Context: an optimization exercise on an open-source flow, tuned for a short achievable clock period. The choices shown serve that exercise and are no tape-out recipe. In this exercise RTL edits were held to simulation tests only and were not proved equivalent to the original. No activity file was given, so power comes from the tool's default toggle rates.

## v6
==> flow/design.v (excerpt) <==
module icmp_tx_top #(
    parameter logic [47:0] board_mac = 48'h00_11_22_33_44_55,
    parameter logic [31:0]  board_ip  = {8'd192, 8'd168, 8'd1, 8'd123}
) (
    input  logic        clk,
    input  logic        rst_n,
    input  logic        start,
    input  logic [47:0] req_dest_mac,
    input  logic [31:0] req_dest_ip,
    input  logic [15:0] req_icmp_id,
    input  logic [15:0] req_icmp_seq,
    input  logic [15:0] req_payload_len,
    input  logic [31:0] req_payload_sum,
    input  logic [7:0]  payload_data,
    output logic        busy,
    output logic        payload_rd,
    output logic        gmii_tx_en,
    output logic [7:0]  gmii_txd,
    output logic        tx_done
);
    icmp_tx_pkg::tx_request_t req;
    logic [50*8-1:0] hdr_img;
    logic        hdr_valid;
    logic        len_nz;
    logic [15:0] len_m1;
    logic        frame_end;
    logic        crc_init;
    logic        crc_hdr;
    logic        crc_pay;
    logic        crc_shift;
    logic [7:0]  hdr_byte;
    logic [31:0] crc_value;
    assign req.dest_mac    = req_dest_mac;
    assign req.dest_ip     = req_dest_ip;
    assign req.icmp_id     = req_icmp_id;
    assign req.icmp_seq    = req_icmp_seq;
    assign req.payload_len = req_payload_len;
    assign req.payload_sum = req_payload_sum;
    icmp_hdr_builder #(
        .board_mac (board_mac),
        .board_ip  (board_ip)
    ) hdr_builder0 (
        .clk        (clk),
        .rst_n      (rst_n),
        .start      (start),
        .req        (req),
        .frame_end  (frame_end),
        .busy       (busy),
        .hdr_img    (hdr_img),
        .hdr_valid  (hdr_valid),
        .len_nz     (len_nz),
        .len_m1     (len_m1)
    );
    gmii_frame_sequencer frame_seq0 (
  ...
Size in the first run: roughly 2,700 cells after synthesis, ~800 flip-flops, about 180 I/O pins, about 34,000 um2 of cells after synthesis.
Settings: LEC_CHECK=0, ABC_CLOCK_PERIOD_IN_PS=2500, CAP_MARGIN=20, CORE_MARGIN=2, CORE_UTILIZATION=40, PLACE_DENSITY=0.6, SETUP_SLACK_MARGIN=2.6, SLEW_MARGIN=20; clock period 5.2 ns.
run.sh (not shown) runs the stock make flow with config.mk's settings and CLKGATE_MAP_FILE= SYNTH_SCRIPT=/design/flow/synth_recipe.tcl, a recipe that flattens the netlist after the stock synthesis.
v6 went all the way through synthesis, placement and routing and the layout is clean on timing, DRC and antenna.
Here is what was changed in the inputs of v7 compared with v6.
--- a/flow/config.mk
+++ b/flow/config.mk
@@ -7,3 +7,2 @@
 export LEC_CHECK = 0
-export ABC_CLOCK_PERIOD_IN_PS = 2500
 export CAP_MARGIN = 20
@@ -12,3 +11,2 @@
 export PLACE_DENSITY = 0.6
-export SETUP_SLACK_MARGIN = 2.6
 export SLEW_MARGIN = 20
Results
v7 ended with every stage complete and zero timing, DRC or antenna violations.
v7 vs v6 — final-layout fill cell count rose 1.5%.
Compared with v6, in v7 fraction of power consumed by the clock network up 1.8 points, area of the multi-input gates down 6.3%, cell count down 53, wire length down 2400 um, required time of the critical path down 1.57 ns.
Changes observed in v7 relative to v6: number of buffers added to fix hold violations after cts roughly the same; routed length on met3 lower.

Another version of the RTL of icmp_tx_top (not shown whole).
Size in the first run: ~2200 cells after synthesis, ~680 flip-flops, ~180 I/O pins, roughly 27000 um2 of cells after synthesis.
==> flow/config.mk <==
export PLATFORM = sky130hd
export DESIGN_NAME = icmp_tx_top
export DESIGN_NICKNAME = icmp_tx_top
export VERILOG_FILES = /design/flow/design.v
export SDC_FILE = /design/flow/constraint.sdc
export NUM_CORES = 4
export LEC_CHECK = 0
export ABC_CLOCK_PERIOD_IN_PS = 2300
export CAP_MARGIN = 20
export CORE_MARGIN = 2
export CORE_UTILIZATION = 55
export PLACE_DENSITY = 0.7
export SETUP_SLACK_MARGIN = 3.0
export SLEW_MARGIN = 20
export SYNTH_HIERARCHICAL = 1
==> flow/constraint.sdc <==
create_clock -name core_clock -period 5.2 [get_ports {clk}]
set_input_delay 1.0400 -clock core_clock [delete_from_list [all_inputs] [get_ports {clk}]]
set_output_delay 1.0400 -clock core_clock [all_outputs]
set_load 0.01 [all_outputs]
Change:
--- a/flow/config.mk
+++ b/flow/config.mk
@@ -10,6 +10,5 @@
 export CORE_MARGIN = 2
-export CORE_UTILIZATION = 55
-export PLACE_DENSITY = 0.7
+export CORE_UTILIZATION = 40
+export PLACE_DENSITY = 0.6
 export SETUP_SLACK_MARGIN = 3.0
 export SLEW_MARGIN = 20
-export SYNTH_HIERARCHICAL = 1
The changed run passed the timing, design-rule and antenna checks.
Worst setup slack degrades by 310 ps.
Sequential share of layout area goes down by 0.86 points.
Via count goes down by 2.6%.
Clock-buffer cell count goes up by 2.
Critical path depth stays the same.
Global-route usage goes down by 5.3 points.
Clock power barely changes.
Sequential power goes down by about 1%.
Worst hold slack barely changes.
Change:
--- a/flow/config.mk
+++ b/flow/config.mk
@@ -14 +14,2 @@
 export SLEW_MARGIN = 20
+export SYNTH_HIERARCHICAL = 1
What happened:
- The new run completed without violations
- worst setup slack gains 330 ps
- combinational power falls by 12%
- power rises by 2.2%
- register-to-register slack gains 50 ps
- synthesized cell count rises by 3.0%
- maximum frequency rises by 14%
- via count rises by 1.9%
- non-clock buffer count falls by 13
- synthesized area rises by 3.4%
- die area rises by 3.3%
- design area rises by 1.2%

## run 1
icmp_tx_top, a different RTL version from the one above (not shown whole).
For scale: roughly 2,800 cells after synthesis, ~970 flip-flops, ~180 I/O pins, about 35,000 um^2 of cells after synthesis.
// icmp_tx_top
module icmp_tx_top #(
    parameter logic [47:0] board_mac = 48'h00_11_22_33_44_55,
    parameter logic [31:0]  board_ip  = {8'd192, 8'd168, 8'd1, 8'd123}
) (
    input  logic        clk,
    input  logic        rst_n,
    input  logic        start,
    input  logic [47:0] req_dest_mac,
    input  logic [31:0] req_dest_ip,
    input  logic [15:0] req_icmp_id,
    input  logic [15:0] req_icmp_seq,
    input  logic [15:0] req_payload_len,
    input  logic [31:0] req_payload_sum,
    input  logic [7:0]  payload_data,
    output logic        busy,
    output logic        payload_rd,
    output logic        gmii_tx_en,
    output logic [7:0]  gmii_txd,
    output logic        tx_done
);
    icmp_tx_pkg::tx_request_t req;
    logic [50*8-1:0] hdr_img;
    logic        hdr_valid;
    logic [15:0] ip_csum;
    logic [15:0] icmp_csum;
    logic        len_nz;
    logic [15:0] len_m1;
    logic        frame_end;
    logic        crc_upd;
    logic        crc_pay;
    logic        crc_shift;
    logic [7:0]  hdr_next;
    logic [31:0] crc_value;
    logic [31:0] crc_next;
    assign req.dest_mac    = req_dest_mac;
    assign req.dest_ip     = req_dest_ip;
    assign req.icmp_id     = req_icmp_id;
    assign req.icmp_seq    = req_icmp_seq;
    assign req.payload_len = req_payload_len;
    assign req.payload_sum = req_payload_sum;
    icmp_hdr_builder #(
        .board_mac (board_mac),
        .board_ip  (board_ip)
    ) hdr_builder0 (
        .clk        (clk),
        .rst_n      (rst_n),
        .start      (start),
        .req        (req),
        .frame_end  (frame_end),
        .busy       (busy),
        .hdr_img    (hdr_img),
        .hdr_valid  (hdr_valid),
        .ip_csum_o  (ip_csum),
        .icmp_csum_o(icmp_csum),
        .len_nz     (len_nz),
        .len_m1     (len_m1)
    );
    gmii_frame_sequencer frame_seq0 (
        .clk          (clk),
        .rst_n        (rst_n),
        .hdr_img      (hdr_img),
  ...
clock: 5.2 ns
lec_check: 0
abc_clock_period_in_ps: 2300
cap_margin: 20
core_margin: 2
core_utilization: 40
place_density: 0.6
setup_slack_margin: 2.9
slew_margin: 20
Run 1 finished every stage and its layout cleared the timing, design-rule and antenna checks.
[inputs] run 2 vs run 1
-- flow/config.mk --
<<< run 1, line 11
export CORE_UTILIZATION = 40
export PLACE_DENSITY = 0.6
export SETUP_SLACK_MARGIN = 2.9
>>> run 2, line 11
export CORE_UTILIZATION = 65
export PLACE_DENSITY = 0.75
export SETUP_SLACK_MARGIN = 3.0
[summary]
Delta (run 2 minus run 1): overall power of the completed layout lower; die area fell about 40%. [compare] base=run 1 new=run 2: count of final setup violators comparable, filler cell count now smaller.

-- what the ideal ports hide --
In the flow no input, the clock included, has a driving cell. The finished layouts below were timed again as built, in two steps. Step 1 sets driving cells, clkbuf_16 on the clock port and buf_2 on the other inputs (assumed; they add their load-dependent delay and slew). Step 2 moves the port delays by t, midway between the first and last clock arrival at a register: inputs arrive t later, outputs are due t later. That takes back most of the time a late clock gives input paths. Slacks: ideal / step 1 / step 2; pairs: ideal / step 1.
run	t, ns	setup WS [ns]	worst setup path at the end	worst slew at a driven data input, ns	pins driven straight from the clock port
v6	0.695	2.087 / 2.087 / 2.087	register to register	0.09	1
v7	0.698	1.567 / 1.541 / 1.541	input to output	0.10	1
the first run of note 2	0.653	2.793 / 2.732 / 2.405	input to register	0.08	1
the second run of note 2	0.663	2.485 / 2.455 / 2.366	input to register	0.06	1
the third run of note 2	0.662	2.815 / 2.781 / 2.266	input to register	0.05	1
run 1	0.696	2.621 / 2.559 / 2.273	input to register	0.07	1
run 2	0.683	2.685 / 2.651 / 2.339	input to register	0.08	1
After both steps every run listed still meets setup and hold. For the third run of note 2, which loses most, drivers alone change the setup slack by -0.034 ns; drivers and shift together by -0.549 ns.
